This design comes from an exercise in tuning for small area, a short achievable clock period and few clock cycles per item on the open sky130 flow, not from production work. Only simulation tests tie the RTL to the original design; equivalence was not proved. Power and IR drop assume default switching activity.

==> inputs of exp/yarrow <==
## cosine_similarity_core
module cosine_similarity_core (
   input  logic        clock,
   input  logic        reset,
   input  logic        req_tvalid,
   output logic        req_tready,
   input  logic [31:0] req_tdata,    
   input  logic        req_tlast,
   output logic        rsp_tvalid,
   input  logic        rsp_tready,
   output logic [15:0] rsp_tdata,    
   output logic [1:0]  rsp_tuser     
);
export LEC_CHECK = 0
export CAP_MARGIN = 20
export CORE_MARGIN = 2
export CORE_UTILIZATION = 40
export SLEW_MARGIN = 20
create_clock -name core_clock -period 10.0 [get_ports {clock}]
run.sh (not shown) runs the stock make flow with config.mk's settings and CLKGATE_MAP_FILE= SYNTH_SCRIPT=/design/flow/synth_recipe.tcl, a recipe that flattens the netlist after the stock synthesis.
==> exp/amber (differences from exp/yarrow) <==
--- a/flow/design.v
+++ b/flow/design.v
@@ -57,97 +57,112 @@
    input  logic                          req_tvalid,
    output logic                          req_tready,
    input  logic [31:0]                   req_tdata,
    input  logic                          req_tlast,
    input  logic                          take_sums,    
+   input  logic                          take_next,    
    output logic                          handoff,
    output logic [cossim_pkg::E_W-1:0]    x_energy,
    output logic [cossim_pkg::E_W-1:0]    y_energy,
    output logic [cossim_pkg::S_W-1:0]    s_energy,
    output logic                          overflowed
 );
    localparam int EW = 43;
    localparam int SW = 45;
    localparam int CW = 13;
+   logic          s0_v, s0_last;
+   logic [15:0]   s0_x, s0_y;
    logic          s1_v, s1_last;
-   logic [15:0]   s1_x, s1_y;
-   logic [16:0]   s1_s;
+   logic [14:0]   s1_xv, s1_yv;
+   logic [15:0]   s1_sv;
+   logic          s1_xn, s1_yn, s1_sn;
    logic [EW-1:0] xs_ff, xc_ff, ys_ff, yc_ff;
    logic [SW-1:0] ss_ff, sc_ff;
    logic [CW-1:0] cnt_ff;
-   logic          ovf_ff, done_ff, fresh_ff;
-   logic          acc_ok, mv, base0;
-   logic [15:0]   x_in, y_in;
-   logic [16:0]   s_in;
+   logic          ovf_ff, done_ff, stall_ff, mv_ff, base0_ff;
+   logic          s1_v_n, done_n, stall_n;
+   logic [16:0]   s0_s;
+   logic [14:0]   x_v, y_v;
+   logic [15:0]   s_v;
+   logic          x_n, y_n, s_n;
    logic [EW-1:0] xs_b, xc_b, ys_b, yc_b, xs_n, xc_n, ys_n, yc_n;
    logic [SW-1:0] ss_b, sc_b, ss_n, sc_n;
    always_comb begin
       handoff    = done_ff && take_sums;
-      acc_ok     = !done_ff || take_sums;
-      req_tready = !s1_v || acc_ok;
-      mv         = s1_v && acc_ok;
-      base0      = handoff || fresh_ff;
-      x_in       = mv ? s1_x : '0;
-      y_in       = mv ? s1_y : '0;
-      s_in       = mv ? s1_s : '0;
-      xs_b       = base0 ? '0 : xs_ff;
-      xc_b       = base0 ? '0 : xc_ff;
-      ys_b       = base0 ? '0 : ys_ff;
-      yc_b       = base0 ? '0 : yc_ff;
-      ss_b       = base0 ? '0 : ss_ff;
-      sc_b       = base0 ? '0 : sc_ff;
+      req_tready = !stall_ff;
+      s0_s       = {s0_x[15], s0_x} + {s0_y[15], s0_y};
+      s1_v_n  = stall_ff ? s1_v : s0_v;
+      done_n  = stall_ff ? done_ff : (s1_v && s1_last);
+      stall_n = done_n && !take_next;
+      x_v  = mv_ff ? s1_xv : '0;
+      y_v  = mv_ff ? s1_yv : '0;
+      s_v  = mv_ff ? s1_sv : '0;
+      x_n  = mv_ff && s1_xn;
+      y_n  = mv_ff && s1_yn;
+      s_n  = mv_ff && s1_sn;
+      xs_b = base0_ff ? '0 : xs_ff;
+      xc_b = base0_ff ? '0 : xc_ff;
+      ys_b = base0_ff ? '0 : ys_ff;
+      yc_b = base0_ff ? '0 : yc_ff;
+      ss_b = base0_ff ? '0 : ss_ff;
+      sc_b = base0_ff ? '0 : sc_ff;
    end
-   cossim_sqacc16 u_xx (.x(x_in), .acc_s(xs_b), .acc_c(xc_b), .sum_s(xs_n), .sum_c(xc_n));
-   cossim_sqacc16 u_yy (.x(y_in), .acc_s(ys_b), .acc_c(yc_b), .sum_s(ys_n), .sum_c(yc_n));
-   cossim_sqacc17 u_ss (.x(s_in), .acc_s(ss_b), .acc_c(sc_b), .sum_s(ss_n), .sum_c(sc_n));
+   cossim_sqacc16 u_xx (.v(x_v), .n(x_n), .acc_s(xs_b), .acc_c(xc_b), .sum_s(xs_n), .sum_c(xc_n));
+   cossim_sqacc16 u_yy (.v(y_v), .n(y_n), .acc_s(ys_b), .acc_c(yc_b), .sum_s(ys_n), .sum_c(yc_n));
+   cossim_sqacc17 u_ss (.v(s_v), .n(s_n), .acc_s(ss_b), .acc_c(sc_b), .sum_s(ss_n), .sum_c(sc_n));
    always_ff @(posedge clock) begin
-      if (req_tready) begin
-         s1_x    <= req_tdata[15:0];
-         s1_y    <= req_tdata[31:16];
-         s1_s    <= {req_tdata[15], req_tdata[15:0]} + {req_tdata[31], req_tdata[31:16]};
-         s1_last <= req_tlast;
-      end
-      xs_ff <= xs_n;
-      xc_ff <= xc_n;
-      ys_ff <= ys_n;
-      yc_ff <= yc_n;
-      ss_ff <= ss_n;
-      sc_ff <= sc_n;
-      if (acc_ok) begin
-         cnt_ff <= (base0 ? CW'(0) : cnt_ff) + CW'(mv);
-         ovf_ff <= (base0 ? 1'b0 : ovf_ff) || (mv && !base0 && cnt_ff[CW-1]);
+      if (!stall_ff) begin
+         s0_x    <= req_tdata[15:0];
+         s0_y    <= req_tdata[31:16];
+         s0_last <= req_tlast;
+         s1_xn   <= s0_x[15];
+         s1_xv   <= s0_x[14:0] ^ {15{s0_x[15]}};
+         s1_yn   <= s0_y[15];
+         s1_yv   <= s0_y[14:0] ^ {15{s0_y[15]}};
+         s1_sn   <= s0_s[16];
+         s1_sv   <= s0_s[15:0] ^ {16{s0_s[16]}};
+         s1_last <= s0_last;
       end
+      xs_ff  <= xs_n;
+      xc_ff  <= xc_n;
+      ys_ff  <= ys_n;
+      yc_ff  <= yc_n;
+      ss_ff  <= ss_n;
+      sc_ff  <= sc_n;
+      cnt_ff <= (base0_ff ? CW'(0) : cnt_ff) + CW'(mv_ff);
+      ovf_ff <= (base0_ff ? 1'b0 : ovf_ff) || (mv_ff && !base0_ff && cnt_ff[CW-1]);
    end
    always_ff @(posedge clock) begin
       if (reset) begin
+         s0_v     <= 1'b0;
          s1_v     <= 1'b0;
          done_ff  <= 1'b0;
-         fresh_ff <= 1'b1;
+         stall_ff <= 1'b0;
+         mv_ff    <= 1'b0;
+         base0_ff <= 1'b1;
       end else begin
-         if (req_tready) s1_v <= req_tvalid;
-         if (acc_ok) begin
-            done_ff  <= mv && s1_last;
-            fresh_ff <= 1'b0;
-         end
+         if (!stall_ff) s0_v <= req_tvalid;
+         s1_v     <= s1_v_n;
+         done_ff  <= done_n;
+         stall_ff <= stall_n;
+         mv_ff    <= s1_v_n && !stall_n;
+         base0_ff <= done_n && take_next;
       end
    end
    assign x_energy   = xs_ff + xc_ff;
    assign y_energy   = ys_ff + yc_ff;
    assign s_energy   = ss_ff + sc_ff;
    assign overflowed = ovf_ff;
 endmodule
 module cossim_sqacc16 (
-   input  logic [15:0] x,
+   input  logic [14:0] v,       
+   input  logic           n,       
    input  logic [42:0] acc_s,
    input  logic [42:0] acc_c,
    output logic [42:0] sum_s,
    output logic [42:0] sum_c
 );
-   logic n;
-   logic [14:0] v;
-   assign n = x[15];
-   assign v = x[14:0] ^ {15{n}};
    logic t0, t1, t2, t3, t4, t5, t6, t7, t8, t9, t10, t11, t12, t13, t14, t15, t16, t17, t18, t19, t20, t21, t22, t23, t24, t25, t26, t27, t28, t29, t30, t31, t32, t33, t34, t35, t36, t37, t38, t39, t40, t41, t42, t43, t44, t45, t46, t47, t48, t49, t50, t51, t52, t53, t54, t55, t56, t57, t58, t59, t60, t61, t62, t63, t64, t65, t66, t67, t68, t69, t70, t71, t72, t73, t74, t75, t76, t77, t78, t79, t80, t81, t82, t83, t84, t85, t86, t87, t88, t89, t90, t91, t92, t93, t94, t95, t96, t97, t98, t99, t100, t101, t102, t103, t104, t105, t106, t107, t108, t109, t110, t111, t112, t113, t114, t115, t116, t117, t118, t119, t120, t121, t122, t123, t124, t125, t126, t127, t128, t129, t130, t131, t132, t133, t134, t135, t136, t137, t138, t139, t140, t141, t142, t143, t144, t145, t146, t147, t148, t149, t150, t151, t152, t153, t154, t155, t156, t157, t158, t159, t160, t161, t162, t163, t164, t165, t166, t167, t168, t169, t170, t171, t172, t173, t174, t175, t176, t177, t178, t179, t180, t181, t182, t183, t184, t185, t186, t187, t188, t189, t190, t191, t192, t193, t194, t195, t196, t197, t198, t199, t200, t201, t202, t203, t204, t205, t206, t207, t208, t209, t210, t211, t212, t213, t214, t215, t216, t217, t218, t219, t220, t221, t222, t223, t224, t225, t226, t227, t228, t229, t230, t231, t232, t233, t234, t235, t236, t237, t238, t239, t240, t241, t242, t243, t244, t245, t246, t247, t248, t249, t250, t251, t252, t253, t254, t255, t256, t257, t258, t259, t260, t261, t262, t263, t264, t265, t266, t267, t268, t269, t270, t271, t272, t273, t274, t275, t276, t277, t278, t279, t280, t281, t282, t283, t284, t285, t286, t287, t288, t289, t290, t291, t292, t293, t294, t295, t296, t297, t298, t299, t300, t301, t302, t303, t304, t305, t306, t307, t308, t309, t310, t311, t312, t313, t314, t315, t316, t317, t318, t319, t320, t321, t322, t323, t324, t325, t326, t327, t328, t329, t330, t331, t332, t333, t334, t335, t336, t337, t338, t339, t340, t341, t342, t343, t344, t345, t346, t347, t348, t349, t350, t351, t352, t353, t354, t355, t356, t357, t358, t359, t360, t361, t362, t363, t364, t365, t366, t367, t368, t369, t370, t371, t372, t373, t374, t375, t376, t377, t378, t379, t380, t381, t382, t383, t384, t385, t386, t387, t388, t389, t390, t391, t392, t393, t394, t395, t396, t397, t398, t399, t400, t401, t402, t403, t404, t405, t406, t407, t408, t409, t410, t411, t412, t413, t414, t415, t416, t417, t418, t419, t420, t421, t422, t423, t424, t425, t426, t427, t428, t429, t430, t431, t432, t433, t434, t435, t436, t437, t438, t439, t440, t441, t442, t443, t444, t445, t446, t447, t448, t449, t450, t451, t452, t453, t454, t455, t456, t457, t458, t459, t460, t461, t462, t463, t464, t465, t466, t467, t468, t469, t470, t471, t472, t473, t474, t475;
    assign t0 = n & v[0];
    assign t1 = n & v[1];
    assign t2 = n & v[2];
    assign t3 = n & v[3];
@@ -709,20 +724,17 @@
    assign sum_c[41] = t472;
    assign sum_s[42] = t473;
    assign sum_c[42] = t474;
 endmodule
 module cossim_sqacc17 (
-   input  logic [16:0] x,
+   input  logic [15:0] v,       
+   input  logic           n,       
    input  logic [44:0] acc_s,
    input  logic [44:0] acc_c,
    output logic [44:0] sum_s,
    output logic [44:0] sum_c
 );
-   logic n;
-   logic [15:0] v;
-   assign n = x[16];
-   assign v = x[15:0] ^ {16{n}};
    logic t0, t1, t2, t3, t4, t5, t6, t7, t8, t9, t10, t11, t12, t13, t14, t15, t16, t17, t18, t19, t20, t21, t22, t23, t24, t25, t26, t27, t28, t29, t30, t31, t32, t33, t34, t35, t36, t37, t38, t39, t40, t41, t42, t43, t44, t45, t46, t47, t48, t49, t50, t51, t52, t53, t54, t55, t56, t57, t58, t59, t60, t61, t62, t63, t64, t65, t66, t67, t68, t69, t70, t71, t72, t73, t74, t75, t76, t77, t78, t79, t80, t81, t82, t83, t84, t85, t86, t87, t88, t89, t90, t91, t92, t93, t94, t95, t96, t97, t98, t99, t100, t101, t102, t103, t104, t105, t106, t107, t108, t109, t110, t111, t112, t113, t114, t115, t116, t117, t118, t119, t120, t121, t122, t123, t124, t125, t126, t127, t128, t129, t130, t131, t132, t133, t134, t135, t136, t137, t138, t139, t140, t141, t142, t143, t144, t145, t146, t147, t148, t149, t150, t151, t152, t153, t154, t155, t156, t157, t158, t159, t160, t161, t162, t163, t164, t165, t166, t167, t168, t169, t170, t171, t172, t173, t174, t175, t176, t177, t178, t179, t180, t181, t182, t183, t184, t185, t186, t187, t188, t189, t190, t191, t192, t193, t194, t195, t196, t197, t198, t199, t200, t201, t202, t203, t204, t205, t206, t207, t208, t209, t210, t211, t212, t213, t214, t215, t216, t217, t218, t219, t220, t221, t222, t223, t224, t225, t226, t227, t228, t229, t230, t231, t232, t233, t234, t235, t236, t237, t238, t239, t240, t241, t242, t243, t244, t245, t246, t247, t248, t249, t250, t251, t252, t253, t254, t255, t256, t257, t258, t259, t260, t261, t262, t263, t264, t265, t266, t267, t268, t269, t270, t271, t272, t273, t274, t275, t276, t277, t278, t279, t280, t281, t282, t283, t284, t285, t286, t287, t288, t289, t290, t291, t292, t293, t294, t295, t296, t297, t298, t299, t300, t301, t302, t303, t304, t305, t306, t307, t308, t309, t310, t311, t312, t313, t314, t315, t316, t317, t318, t319, t320, t321, t322, t323, t324, t325, t326, t327, t328, t329, t330, t331, t332, t333, t334, t335, t336, t337, t338, t339, t340, t341, t342, t343, t344, t345, t346, t347, t348, t349, t350, t351, t352, t353, t354, t355, t356, t357, t358, t359, t360, t361, t362, t363, t364, t365, t366, t367, t368, t369, t370, t371, t372, t373, t374, t375, t376, t377, t378, t379, t380, t381, t382, t383, t384, t385, t386, t387, t388, t389, t390, t391, t392, t393, t394, t395, t396, t397, t398, t399, t400, t401, t402, t403, t404, t405, t406, t407, t408, t409, t410, t411, t412, t413, t414, t415, t416, t417, t418, t419, t420, t421, t422, t423, t424, t425, t426, t427, t428, t429, t430, t431, t432, t433, t434, t435, t436, t437, t438, t439, t440, t441, t442, t443, t444, t445, t446, t447, t448, t449, t450, t451, t452, t453, t454, t455, t456, t457, t458, t459, t460, t461, t462, t463, t464, t465, t466, t467, t468, t469, t470, t471, t472, t473, t474, t475, t476, t477, t478, t479, t480, t481, t482, t483, t484, t485, t486, t487, t488, t489, t490, t491, t492, t493, t494, t495, t496, t497, t498, t499, t500, t501, t502, t503, t504, t505, t506, t507, t508, t509, t510, t511, t512, t513, t514, t515, t516, t517, t518, t519, t520, t521, t522, t523, t524, t525, t526, t527, t528, t529;
    assign t0 = n & v[0];
    assign t1 = n & v[1];
    assign t2 = n & v[2];
    assign t3 = n & v[3];
@@ -1496,21 +1508,28 @@
    input  logic                    clock,
    input  logic                    reset,
    input  logic                    handoff,
    input  logic                    out_free,
    input  logic                    out_empty,
+   input  logic                    rsp_tready,
+   output logic                    take_next,
    output logic                    take_sums,
    output logic                    emit,
    output cossim_pkg::mag_cmd_type cmd
 );
-   logic       idle_ff, run_ff, emit_ff;
+   logic       idle_ff, run_ff, emit_ff, take_ff;
+   logic       idle_n, emit_n, empty_n;
    logic [5:0] c_ff, c_in;
    logic       run_in;
    cossim_pkg::mag_cmd_type cmd_ff, cmd_in;
    always_comb begin
       emit      = emit_ff && out_free;
-      take_sums = idle_ff || (emit_ff && out_empty);
+      take_sums = take_ff;
+      idle_n    = handoff ? 1'b0 : (emit ? 1'b1 : idle_ff);
+      emit_n    = (run_ff && c_ff == 6'd58) ? 1'b1 : (emit ? 1'b0 : emit_ff);
+      empty_n   = !emit && (out_empty || rsp_tready);
+      take_next = idle_n || (emit_n && empty_n);
       run_in = run_ff;
       c_in   = c_ff + 6'd1;
       if (handoff) begin
          run_in = 1'b1;
          c_in   = 6'd1;
@@ -1527,20 +1546,20 @@
    end
    always_ff @(posedge clock) begin
       c_ff <= c_in;
       if (reset) begin
          idle_ff <= 1'b1;
+         take_ff <= 1'b1;
          run_ff  <= 1'b0;
          emit_ff <= 1'b0;
          cmd_ff  <= '0;
       end else begin
          run_ff <= run_in;
          cmd_ff <= cmd_in;
-         if (handoff) idle_ff <= 1'b0;
-         else if (emit) idle_ff <= 1'b1;
-         if (run_ff && c_ff == 6'd58) emit_ff <= 1'b1;
-         else if (emit) emit_ff <= 1'b0;
+         idle_ff <= idle_n;
+         emit_ff <= emit_n;
+         take_ff <= take_next;
       end
    end
    assign cmd = cmd_ff;
 endmodule
 `timescale 1ns / 1ps
@@ -1555,21 +1574,22 @@
    input  logic        rsp_tready,
    output logic [15:0] rsp_tdata,    
    output logic [1:0]  rsp_tuser     
 );
    cossim_pkg::mag_cmd_type              cmd;
-   logic                                 take_sums, emit, handoff, out_free, out_empty, overflowed;
+   logic                                 take_sums, take_next, emit, handoff, out_free, out_empty, overflowed;
    logic [cossim_pkg::E_W-1:0]           x_energy, y_energy;
    logic [cossim_pkg::S_W-1:0]           s_energy;
    cossim_accum u_accum (
       .clock      (clock),
       .reset      (reset),
       .req_tvalid (req_tvalid),
       .req_tready (req_tready),
       .req_tdata  (req_tdata),
       .req_tlast  (req_tlast),
       .take_sums  (take_sums),
+      .take_next  (take_next),
       .handoff    (handoff),
       .x_energy   (x_energy),
       .y_energy   (y_energy),
       .s_energy   (s_energy),
       .overflowed (overflowed)
@@ -1578,10 +1598,12 @@
       .clock     (clock),
       .reset     (reset),
       .handoff   (handoff),
       .out_free  (out_free),
       .out_empty (out_empty),
+      .rsp_tready(rsp_tready),
+      .take_next (take_next),
       .take_sums (take_sums),
       .emit      (emit),
       .cmd       (cmd)
    );
    cossim_magnitude u_magnitude (
--- a/flow/config.mk
+++ b/flow/config.mk
@@ -5,7 +5,8 @@
 export SDC_FILE = /design/flow/constraint.sdc
 export NUM_CORES = 4
 export LEC_CHECK = 0
 export CAP_MARGIN = 20
 export CORE_MARGIN = 2
-export CORE_UTILIZATION = 40
+export CORE_UTILIZATION = 55
+export SETUP_SLACK_MARGIN = 5.0
 export SLEW_MARGIN = 20
==> qor summary <==
	exp/yarrow	exp/amber
Outcome	complete, no violations	complete, no violations
Data arrival, critical path	7.71 ns	5.52 ns
Final standard cell count with taps included and fillers excluded	8835	8507
Max Clk Rate	0.138 GHz	0.201 GHz
Core utilization of the finished layout	43.8%	60.6%
Initial antenna violation count	5	7
Part of the power in combinational logic	53.0%	43.3%
Max IR drop VDD	0.132 mV	0.162 mV
Clock network power	3.28 mW	3.20 mW
Clk sinks	665	702
First-pass GRT wire length	282000 um	289000 um
Maximum net fanout on the critical path	92	8
Internal Dissipation	8.61 mW	7.50 mW
Fraction of final layout cells with drive strength greater than 1	4.88%	6.20%
Area growth from synthesis to final layout	8.77%	9.35%
Testbench counts of exp/yarrow, summed over its fixed seeds: cycles 31,567, items 384.
Testbench counts of exp/amber, summed over its fixed seeds: cycles 31,575, items 384.

[what the ideal ports hide]
The flow's constraints put no driver on any port. The routed layouts listed below were extracted and timed again, unchanged, in two steps.
Step 1: set_driving_cell puts a clkbuf_16 on clock and a buf_2 on each other input, an assumption about the parent block.
Step 2, shift: input delay + t, output delay - t, t = (earliest + latest rising clock arrival at the registers) / 2. This alone moves slack from input paths to output paths.
a / b / c = ideal / step 1 / step 2; a / b = the first two.
| run | shift t [ns] | setup slack, ns | hold slack, ns |
|---|---|---|---|
| exp/yarrow | 0.762 | 2.747 / 2.747 / 2.747 | 0.396 / 0.396 / 0.396 |
| exp/amber | 0.754 | 5.014 / 5.014 / 5.014 | 0.460 / 0.460 / 0.460 |
After both steps every run listed still meets setup and hold.
